What follows belongs to an exercise in optimizing a design on an open flow for a short achievable clock period and few clock cycles; a production flow would make more cautious choices.
In this exercise RTL edits were held to simulation tests only and were not proved equivalent to the original.
Power is estimated from default activity; no workload was simulated.

==> exp/raven: inputs <==
## rv_core_top
module rv_core_top (
  input  logic        clk,
  input  logic        nrst,
  output logic [31:0] o_imem_addr,
  input  logic [31:0] i_imem_data,
  input  logic        i_halt_req,
  input  logic        i_resume_req,
  input  logic [31:0] i_resume_pc,
  output logic        o_halt,
  output logic        o_commit_valid,
  output logic [31:0] o_commit_pc,
  output logic [31:0] o_commit_inst,
  output logic [4:0]  o_commit_rd_addr,
  output logic        o_commit_rd_wb,
  output logic [31:0] o_commit_rd_data
);
Settings: LEC_CHECK=0, CAP_MARGIN=20, CORE_MARGIN=2, CORE_UTILIZATION=40, SETUP_SLACK_MARGIN=5, SLEW_MARGIN=20; clock period 11.0 ns.
run.sh (not shown) runs the stock make flow with config.mk's settings and CLKGATE_MAP_FILE= SYNTH_SCRIPT=/design/flow/synth_recipe.tcl, a recipe that flattens the netlist after the stock synthesis.
==> exp/xenon (differences from exp/raven) <==
==> flow/flow/run.sh (new file) <==
#!/bin/bash
set -euo pipefail
MARGIN=$(cat flow/margin.txt)
bash standard.sh SETUP_SLACK_MARGIN=$MARGIN finish > run_flow.log 2>&1
==> flow/flow/margin.txt (new file) <==
7.5
==> flow/standard.sh (new file) <==
#!/bin/bash
# synth_recipe.tcl (not shown) runs the flow's synth.tcl, then flattens the netlist and writes it again
# the make line also repeats each setting of config.mk as NAME=value (left out here)
make -C /OpenROAD-flow-scripts/flow DESIGN_CONFIG=/design/flow/config.mk WORK_HOME=/design/flow/orfs CLKGATE_MAP_FILE= SYNTH_SCRIPT=/design/flow/synth_recipe.tcl "${@:-finish}"
==> flow/config.mk (replaced) <==
export PLATFORM = sky130hd
export DESIGN_NAME = rv_core_top
export DESIGN_NICKNAME = rv_core_top
export VERILOG_FILES = /design/flow/design.v
export SDC_FILE = /design/flow/constraint.sdc
export NUM_CORES = 4
export LEC_CHECK = 0
export CAP_MARGIN = 20
export CORE_MARGIN = 2
export CORE_UTILIZATION = 40
export SLEW_MARGIN = 20
removed: flow/run.sh
==> exp/sierra (differences from exp/raven) <==
--- a/flow/design.v
+++ b/flow/design.v
@@ -160,21 +160,25 @@
   assign bhit_f = b_val[idx_f] & (b_tag[idx_f] == tag_f);
   assign btgt_f = b_tgt[idx_f];
   always_ff @(posedge clk) begin
     if (!nrst) begin
       running <= 1'b0;
     end else begin
       running <= run_next;
     end
-  end
-  logic [31:0] pc_seq;
-  assign pc_seq = resume_go ? i_resume_pc : (bhit_f ? btgt_f : pc_f + 32'd4);
-  always_ff @(posedge clk) begin
-    pc_f <= (redirect & running) ? npc_x : pc_seq;
+    if (resume_go) begin
+      pc_f <= i_resume_pc;
+    end else if (redirect) begin
+      pc_f <= npc_x;
+    end else if (bhit_f) begin
+      pc_f <= btgt_f;
+    end else begin
+      pc_f <= pc_f + 32'd4;
+    end
   end
   assign o_imem_addr = pc_f;
   assign o_halt      = ~running;
   always_ff @(posedge clk) begin
     if (!nrst) begin
       b_val <= '0;
     end else if (upd_w) begin
       b_val[upd_pc[BTB_IDX+1:2]] <= 1'b1;
@@ -299,40 +303,19 @@
     .i_b    (b),
     .i_link (seq_x),
     .o_sum  (sum),
     .o_eq   (eq),
     .o_lt   (lt),
     .o_ltu  (ltu),
     .o_y    (y)
   );
-  logic eq00, eq10, eq01, lt00, lt10, lt01, ltu00, ltu10, ltu01;
-  assign eq00  = (op_a == op_b);
-  assign eq10  = (fwd == op_b);
-  assign eq01  = (op_a == fwd);
-  assign lt00  = ($signed(op_a) < $signed(op_b));
-  assign lt10  = ($signed(fwd) < $signed(op_b));
-  assign lt01  = ($signed(op_a) < $signed(fwd));
-  assign ltu00 = (op_a < op_b);
-  assign ltu10 = (fwd < op_b);
-  assign ltu01 = (op_a < fwd);
-  function automatic logic br_cond(input logic [br_n-1:0] c, input logic e,
-                                   input logic l, input logic lu);
-    br_cond = (c[br_eq]  &  e) | (c[br_ne]  & ~e) |
-              (c[br_lt]  &  l) | (c[br_ge]  & ~l) |
-              (c[br_ltu] & lu) | (c[br_geu] & ~lu);
-  endfunction
-  always_comb begin
-    case ({fa, fb})
-      2'b00:   cond = br_cond(brc_x, eq00, lt00, ltu00);
-      2'b10:   cond = br_cond(brc_x, eq10, lt10, ltu10);
-      2'b01:   cond = br_cond(brc_x, eq01, lt01, ltu01);
-      default: cond = br_cond(brc_x, 1'b1, 1'b0, 1'b0);
-    endcase
-  end
+  assign cond = (brc_x[br_eq]  &  eq) | (brc_x[br_ne]  & ~eq) |
+                (brc_x[br_lt]  &  lt) | (brc_x[br_ge]  & ~lt) |
+                (brc_x[br_ltu] & ltu) | (brc_x[br_geu] & ~ltu);
   assign taken = jal_x | jalr_x | cond;
   assign jtgt  = {sum[31:1], 1'b0};
   assign npc_x = jalr_x ? jtgt : (taken ? tgt_x : seq_x);
   function automatic logic sum_eq(input logic [31:0] sa, input logic [31:0] sb,
                                   input logic [31:0] sc);
     logic [31:0] k;
     logic [31:0] x;
     x    = sa ^ sb ^ sc;
@@ -341,40 +324,32 @@
     for (int i = 2; i < 32; i++) begin
       k[i] = (sa[i-1] & sb[i-1]) | ((sa[i-1] | sb[i-1]) & ~sc[i-1]);
     end
     sum_eq = (x[31:1] == k[31:1]) & ~sc[0];
   endfunction
   logic jr, jd, jf;
   logic tr, td, tf;
   logic sr, sd, sf;
-  assign jr = v_r     & (fa ? sum_eq(fwd, op_b, pc_r) : sum_eq(op_a, op_b, pc_r));
-  assign jd = v_d     & (fa ? sum_eq(fwd, op_b, pc_d) : sum_eq(op_a, op_b, pc_d));
-  assign jf = running & (fa ? sum_eq(fwd, op_b, pc_f) : sum_eq(op_a, op_b, pc_f));
-  assign tr = v_r     & (tgt_x == pc_r);
-  assign td = v_d     & (tgt_x == pc_d);
-  assign tf = running & (tgt_x == pc_f);
-  assign sr = v_r     & (seq_x == pc_r);
-  assign sd = v_d     & (seq_x == pc_d);
-  assign sf = running & (seq_x == pc_f);
-  logic kr_t, kd_t, rd_t, kr_s, kd_s, rd_s, kr_j, kd_j, rd_j;
-  assign kr_t = ~tr;
-  assign kd_t = ~tr & ~td;
-  assign rd_t = ~tr & ~td & ~tf;
-  assign kr_s = ~sr;
-  assign kd_s = ~sr & ~sd;
-  assign rd_s = ~sr & ~sd & ~sf;
-  assign kr_j = ~jr;
-  assign kd_j = ~jr & ~jd;
-  assign rd_j = ~jr & ~jd & ~jf;
-  logic fr;
-  assign fr = jalr_x ? jr : (taken ? tr : sr);
-  assign kill_r   = v_x & (jalr_x ? kr_j : (taken ? kr_t : kr_s));
-  assign kill_d   = v_x & (jalr_x ? kd_j : (taken ? kd_t : kd_s));
-  assign redirect = v_x & (jalr_x ? rd_j : (taken ? rd_t : rd_s));
+  logic fr, fd, ff;
+  assign jr = sum_eq(a, op_b, pc_r);
+  assign jd = sum_eq(a, op_b, pc_d);
+  assign jf = sum_eq(a, op_b, pc_f);
+  assign tr = (tgt_x == pc_r);
+  assign td = (tgt_x == pc_d);
+  assign tf = (tgt_x == pc_f);
+  assign sr = (seq_x == pc_r);
+  assign sd = (seq_x == pc_d);
+  assign sf = (seq_x == pc_f);
+  assign fr = v_r     & (jalr_x ? jr : (taken ? tr : sr));
+  assign fd = v_d     & (jalr_x ? jd : (taken ? td : sd));
+  assign ff = running & (jalr_x ? jf : (taken ? tf : sf));
+  assign kill_r   = v_x & ~fr;
+  assign kill_d   = v_x & ~fr & ~fd;
+  assign redirect = v_x & ~fr & ~fd & ~ff;
   always_ff @(posedge clk) begin
     upd_w   <= nrst & v_x & taken & ~fr;
     upd_i   <= nrst & v_x & ~taken & bh_x;
     upd_pc  <= pc_x;
     upd_tgt <= npc_x;
   end
   always_ff @(posedge clk) begin
     c_valid <= nrst & v_x;
==> flow/config.mk (replaced) <==
export PLATFORM = sky130hd
export DESIGN_NAME = rv_core_top
export DESIGN_NICKNAME = rv_core_top
export VERILOG_FILES = /design/flow/design.v
export SDC_FILE = /design/flow/constraint.sdc
export NUM_CORES = 4
export LEC_CHECK = 0
export CAP_MARGIN = 20
export CORE_MARGIN = 2
export CORE_UTILIZATION = 40
export SLEW_MARGIN = 20
==> impl_metrics.tcl <==
set metrics [dict create \
    crit_start "i_core.pc_d[8]$_DFF_P_" \
    status "no timing/DRC/antenna violations" \
    cpMaxStageDelayCell "nor3_1" \
    seq_cell_power_mw 10.1 \
    synthSimpleGateAreaFrac 0.0494 \
]
the above is filed under exp/xenon

==> impl_metrics.tcl <==
set metrics [dict create \
    dp_cells 10700 \
    setup_slack_ns 5.20 \
    total_power_mw 23.0 \
    cpMaxStageDelayCell "xor2_1" \
    synthSimpleGateAreaFrac 0.0494 \
    status "no timing/DRC/antenna violations" \
    multi_input_area_mm2 0.0453 \
]
the above is filed under exp/raven

==> impl_metrics.tcl <==
set metrics [dict create \
    synthSimpleGateAreaFrac 0.0489 \
    crit_start "i_core.fa$_DFF_P_" \
    grt_pass1_wl_mm 523 \
    status "no timing/DRC/antenna violations" \
    cpMaxStageDelayCell "mux2i_1" \
    seq_cell_power_mw 10.2 \
]
the above is filed under exp/sierra

Testbench counts of exp/raven, summed over its fixed seeds: cycles 8,339.
Testbench counts of exp/xenon, summed over its fixed seeds: cycles 8,339.
Testbench counts of exp/sierra, summed over its fixed seeds: cycles 8,339.

========
==> wip/juniper: inputs <==
rv_core_top, a different RTL version from the one above (not shown whole).
Design rv_core_top, start of the top module:
module rv_core_top (
  input  logic        clk,
  input  logic        nrst,
  output logic [31:0] o_imem_addr,
  input  logic [31:0] i_imem_data,
  input  logic        i_halt_req,
  input  logic        i_resume_req,
  input  logic [31:0] i_resume_pc,
  output logic        o_halt,
  output logic        o_commit_valid,
  output logic [31:0] o_commit_pc,
  output logic [31:0] o_commit_inst,
  output logic [4:0]  o_commit_rd_addr,
  output logic        o_commit_rd_wb,
  output logic [31:0] o_commit_rd_data
);
export LEC_CHECK = 0
export CAP_MARGIN = 20
export CORE_MARGIN = 2
export CORE_UTILIZATION = 65
export PLACE_DENSITY = 0.75
export SLEW_MARGIN = 20
create_clock -name core_clock -period 11.0 [get_ports {clk}]
standard.sh (not shown) runs the stock make flow with config.mk's settings and CLKGATE_MAP_FILE= SYNTH_SCRIPT=/design/flow/synth_recipe.tcl, a recipe that flattens the netlist after the stock synthesis.
==> flow/flow/run.sh <==
#!/bin/bash
set -euo pipefail
MARGIN=$(cat flow/margin.txt)
bash standard.sh SETUP_SLACK_MARGIN=$MARGIN finish > run_flow.log 2>&1
==> flow/flow/margin.txt <==
8
==> wip/tundra: changes against wip/juniper <==
--- a/flow/design.v
+++ b/flow/design.v
@@ -132,10 +132,14 @@
   output logic [4:0]  o_commit_rd_addr,
   output logic        o_commit_rd_wb,
   output logic [31:0] o_commit_rd_data
 );
   localparam int NB = 1 << BTB_IDX;
+  logic [4:0]  opc;
+  logic [2:0]  f3;
+  logic [4:0]  rs1, rs2, rd;
+  logic        is_op, is_opimm, is_lui, is_auipc, is_jal, is_jalr, is_br;
   logic        running;
   logic        resume_go;
   logic        run_next;
   logic [31:0] pc_f;
   logic        bhit_f;
@@ -204,24 +208,34 @@
       btgt_lo  = btgt_lo | ({BTB_TGT{hit_v[i]}} & b_tgt[i]);
     end
   end
   assign bhit_f = |hit_v;
   assign btgt_f = {pc_f[31:BTB_TGT], btgt_lo};
+  logic halted;
   always_ff @(posedge clk) begin
     if (!nrst) begin
       running <= 1'b0;
+      halted  <= 1'b1;
     end else begin
       running <= run_next;
+      halted  <= ~run_next;
     end
   end
   logic [31:0] pc_inc;
   logic [31:0] pc_seq;
   logic        fs_btb, fs_seq;
   assign pc_inc = pc_f + 32'd4;
-  assign fs_btb = ~resume_go & bhit_f;
-  assign fs_seq = ~resume_go & ~bhit_f;
+  logic        r_unp;
+  logic        fs_ru;
+  logic [31:0] seq_r;
+  assign r_unp  = v_r & bh_r & ~(is_br | is_jal | is_jalr);
+  assign seq_r  = pc_r + 32'd4;
+  assign fs_ru  = ~resume_go & r_unp;
+  assign fs_btb = ~resume_go & ~r_unp & bhit_f;
+  assign fs_seq = ~resume_go & ~r_unp & ~bhit_f;
   assign pc_seq = ({32{resume_go}} & i_resume_pc)
+                | ({32{fs_ru}}     & seq_r)
                 | ({32{fs_btb}}    & btgt_f)
                 | ({32{fs_seq}}    & pc_inc);
   logic        go_x;
   logic        s1_t, s0_t, s0_s, s0_j, s0_any;
   logic [31:0] pc_c1, pc_c0;
@@ -238,11 +252,11 @@
                 | ({32{~s0_any}} & pc_seq);
   always_ff @(posedge clk) begin
     pc_f <= raw ? (inv_x ? pc_c0 : pc_c1) : (inv_x ? pc_c1 : pc_c0);
   end
   assign o_imem_addr = pc_f;
-  assign o_halt      = ~running;
+  assign o_halt      = halted;
   always_ff @(posedge clk) begin
     if (!nrst) begin
       b_val <= '0;
     end else if (upd_w) begin
       b_val[upd_pc[BTB_IDX+1:2]] <= 1'b1;
@@ -253,24 +267,20 @@
       b_tag[upd_pc[BTB_IDX+1:2]] <= upd_pc[BTB_IDX+BTB_TAG+1:BTB_IDX+2];
       b_tgt[upd_pc[BTB_IDX+1:2]] <= upd_tgt[BTB_TGT-1:0];
     end
   end
   always_ff @(posedge clk) begin
-    v_d  <= nrst & running & ~redirect;
+    v_d  <= nrst & running & ~redirect & ~(r_unp & ~kill_r);
     pc_d <= pc_f;
     bh_d <= bhit_f;
   end
   always_ff @(posedge clk) begin
-    v_r    <= nrst & v_d & ~kill_d & ~resume_go;
+    v_r    <= nrst & v_d & ~kill_d & ~resume_go & ~(r_unp & ~kill_r);
     pc_r   <= pc_d;
     inst_r <= i_imem_data;
     bh_r   <= bh_d;
   end
-  logic [4:0]  opc;
-  logic [2:0]  f3;
-  logic [4:0]  rs1, rs2, rd;
-  logic        is_op, is_opimm, is_lui, is_auipc, is_jal, is_jalr, is_br;
   logic        wb_r;
   logic [31:0] imm_i, imm_u, imm_j, imm_b;
   logic [31:0] rs1_data, rs2_data;
   logic [res_n-1:0] sel_r;
   logic [br_n-1:0]  brc_r;
@@ -371,11 +381,11 @@
                brc_r[br_eq] | brc_r[br_ne]};
     inv_x  <= brc_r[br_ne] | brc_r[br_ge] | brc_r[br_geu];
     jal_x  <= is_jal;
     jalr_x <= is_jalr;
     tgt_x  <= is_jal ? tgt_j : tgt_b;
-    seq_x  <= pc_r + 32'd4;
+    seq_x  <= seq_r;
   end
   logic [31:0] sum;
   rv_alu i_alu (
     .i_sel  (sel_x),
     .i_sra  (sra_x),
--- a/flow/config.mk
+++ b/flow/config.mk
@@ -5,8 +5,7 @@
 export SDC_FILE = /design/flow/constraint.sdc
 export NUM_CORES = 4
 export LEC_CHECK = 0
 export CAP_MARGIN = 20
 export CORE_MARGIN = 2
-export CORE_UTILIZATION = 65
-export PLACE_DENSITY = 0.75
+export CORE_UTILIZATION = 40
 export SLEW_MARGIN = 20
==> wip/lagoon: changes against wip/juniper <==
--- a/flow/design.v
+++ b/flow/design.v
@@ -132,10 +132,14 @@
   output logic [4:0]  o_commit_rd_addr,
   output logic        o_commit_rd_wb,
   output logic [31:0] o_commit_rd_data
 );
   localparam int NB = 1 << BTB_IDX;
+  logic [4:0]  opc;
+  logic [2:0]  f3;
+  logic [4:0]  rs1, rs2, rd;
+  logic        is_op, is_opimm, is_lui, is_auipc, is_jal, is_jalr, is_br;
   logic        running;
   logic        resume_go;
   logic        run_next;
   logic [31:0] pc_f;
   logic        bhit_f;
@@ -215,13 +219,20 @@
   end
   logic [31:0] pc_inc;
   logic [31:0] pc_seq;
   logic        fs_btb, fs_seq;
   assign pc_inc = pc_f + 32'd4;
-  assign fs_btb = ~resume_go & bhit_f;
-  assign fs_seq = ~resume_go & ~bhit_f;
+  logic        r_unp;
+  logic        fs_ru;
+  logic [31:0] seq_r;
+  assign r_unp  = v_r & bh_r & ~(is_br | is_jal | is_jalr);
+  assign seq_r  = pc_r + 32'd4;
+  assign fs_ru  = ~resume_go & r_unp;
+  assign fs_btb = ~resume_go & ~r_unp & bhit_f;
+  assign fs_seq = ~resume_go & ~r_unp & ~bhit_f;
   assign pc_seq = ({32{resume_go}} & i_resume_pc)
+                | ({32{fs_ru}}     & seq_r)
                 | ({32{fs_btb}}    & btgt_f)
                 | ({32{fs_seq}}    & pc_inc);
   logic        go_x;
   logic        s1_t, s0_t, s0_s, s0_j, s0_any;
   logic [31:0] pc_c1, pc_c0;
@@ -253,24 +264,20 @@
       b_tag[upd_pc[BTB_IDX+1:2]] <= upd_pc[BTB_IDX+BTB_TAG+1:BTB_IDX+2];
       b_tgt[upd_pc[BTB_IDX+1:2]] <= upd_tgt[BTB_TGT-1:0];
     end
   end
   always_ff @(posedge clk) begin
-    v_d  <= nrst & running & ~redirect;
+    v_d  <= nrst & running & ~redirect & ~(r_unp & ~kill_r);
     pc_d <= pc_f;
     bh_d <= bhit_f;
   end
   always_ff @(posedge clk) begin
-    v_r    <= nrst & v_d & ~kill_d & ~resume_go;
+    v_r    <= nrst & v_d & ~kill_d & ~resume_go & ~(r_unp & ~kill_r);
     pc_r   <= pc_d;
     inst_r <= i_imem_data;
     bh_r   <= bh_d;
   end
-  logic [4:0]  opc;
-  logic [2:0]  f3;
-  logic [4:0]  rs1, rs2, rd;
-  logic        is_op, is_opimm, is_lui, is_auipc, is_jal, is_jalr, is_br;
   logic        wb_r;
   logic [31:0] imm_i, imm_u, imm_j, imm_b;
   logic [31:0] rs1_data, rs2_data;
   logic [res_n-1:0] sel_r;
   logic [br_n-1:0]  brc_r;
@@ -371,11 +378,11 @@
                brc_r[br_eq] | brc_r[br_ne]};
     inv_x  <= brc_r[br_ne] | brc_r[br_ge] | brc_r[br_geu];
     jal_x  <= is_jal;
     jalr_x <= is_jalr;
     tgt_x  <= is_jal ? tgt_j : tgt_b;
-    seq_x  <= pc_r + 32'd4;
+    seq_x  <= seq_r;
   end
   logic [31:0] sum;
   rv_alu i_alu (
     .i_sel  (sel_x),
     .i_sra  (sra_x),
--- a/flow/config.mk
+++ b/flow/config.mk
@@ -5,8 +5,7 @@
 export SDC_FILE = /design/flow/constraint.sdc
 export NUM_CORES = 4
 export LEC_CHECK = 0
 export CAP_MARGIN = 20
 export CORE_MARGIN = 2
-export CORE_UTILIZATION = 65
-export PLACE_DENSITY = 0.75
+export CORE_UTILIZATION = 50
 export SLEW_MARGIN = 20
==> qor summary <==
item                                                                        wip/juniper               wip/lagoon               wip/tundra
Post-route fraction of the period consumed by the critical path                       -                    34.5%                    34.8%
Min-delay src                                                                         -           i_core.pc_x[7]          i_core.pc_x[30]
Total vias in the final route                                                         -                   75,300                   75,700
Number of buffers created by CTS                                                    205                      221                      221
Comb power                                                                            -                0.00569 W                0.00557 W
Peak supply drop                                                                      -                   177 uV                   176 uV
Clock share of power                                                                  -                    32.6%                    33.9%
Full die area                                                                         -            212,000 sq um            263,000 sq um
Min Tclk post-route                                                                   -                  3790 ps                  3830 ps
Arrival time worst endpoint                                                           -                  4540 ps                  4590 ps
Final setup violation count                                                           -                        0                        0
Synthesized area per cell                                                    14.5 sq um               14.4 sq um               14.5 sq um
Critical Path Sink Type                                                               -                flip-flop                flip-flop
Worst Max-Slew Pin Slew                                                               -                  1100 ps                  1250 ps
Rel. slew slack                                                                       -                    26.2%                    15.8%
Commonest non-fill, non-tap cell in the layout                                        -                 edfxtp_1                 edfxtp_1
Total met3 wirelength after detailed routing                                          -                  44.8 mm                  53.7 mm
Result of the run                                                stopped before the end  complete, no violations  complete, no violations
Stage where the flow stopped                                                    5_1_grt                        -                        -
Post-synthesis compound-gate area fraction                                        7.60%                    8.13%                    8.03%
Routed Antenna Nets                                                                   -                        0                        0
Non-clock inverters                                                                   -                      249                      256
Testbench counts of wip/juniper, summed over its fixed seeds: cycles 8,238.
Testbench counts of wip/tundra, summed over its fixed seeds: cycles 8,207.
Testbench counts of wip/lagoon, summed over its fixed seeds: cycles 8,207.

-- port drivers added, routing unchanged --
The flow's constraints put no driver on any port. The routed layouts listed below were extracted and timed again, unchanged, in two steps. Step 1 assumes that a clkbuf_16 drives the clock port and a buf_2 every other input. Step 2, shift: input delay + t, output delay - t, t = (earliest + latest rising clock arrival at the registers) / 2. This alone moves slack from input paths to output paths. Three values: ideal ports, drivers, drivers and shift; two values: the first two.
| run | t (ns) | slack for setup (ns) | worst hold slack (ns) | clock arrival spread, ns |
|---|---|---|---|---|
| exp/raven | 0.982 | 5.197 / 5.197 / 5.197 | 0.322 / 0.322 / 0.322 | 0.089 / 0.088 |
| exp/xenon | 1.008 | 6.579 / 6.579 / 6.537 | 0.312 / 0.312 / 0.312 | 0.075 / 0.075 |
| exp/sierra | 0.990 | 3.871 / 3.871 / 3.871 | 0.277 / 0.277 / 0.277 | 0.118 / 0.117 |
| wip/tundra | 0.980 | 7.172 / 7.121 / 6.594 | 0.309 / 0.309 / 0.309 | 0.137 / 0.136 |
| wip/lagoon | 0.976 | 7.206 / 7.162 / 6.420 | 0.278 / 0.278 / 0.278 | 0.101 / 0.101 |
After both steps every run listed still meets setup and hold. For wip/lagoon, which loses most, drivers alone change the setup slack by -0.044 ns; drivers and shift together by -0.786 ns.
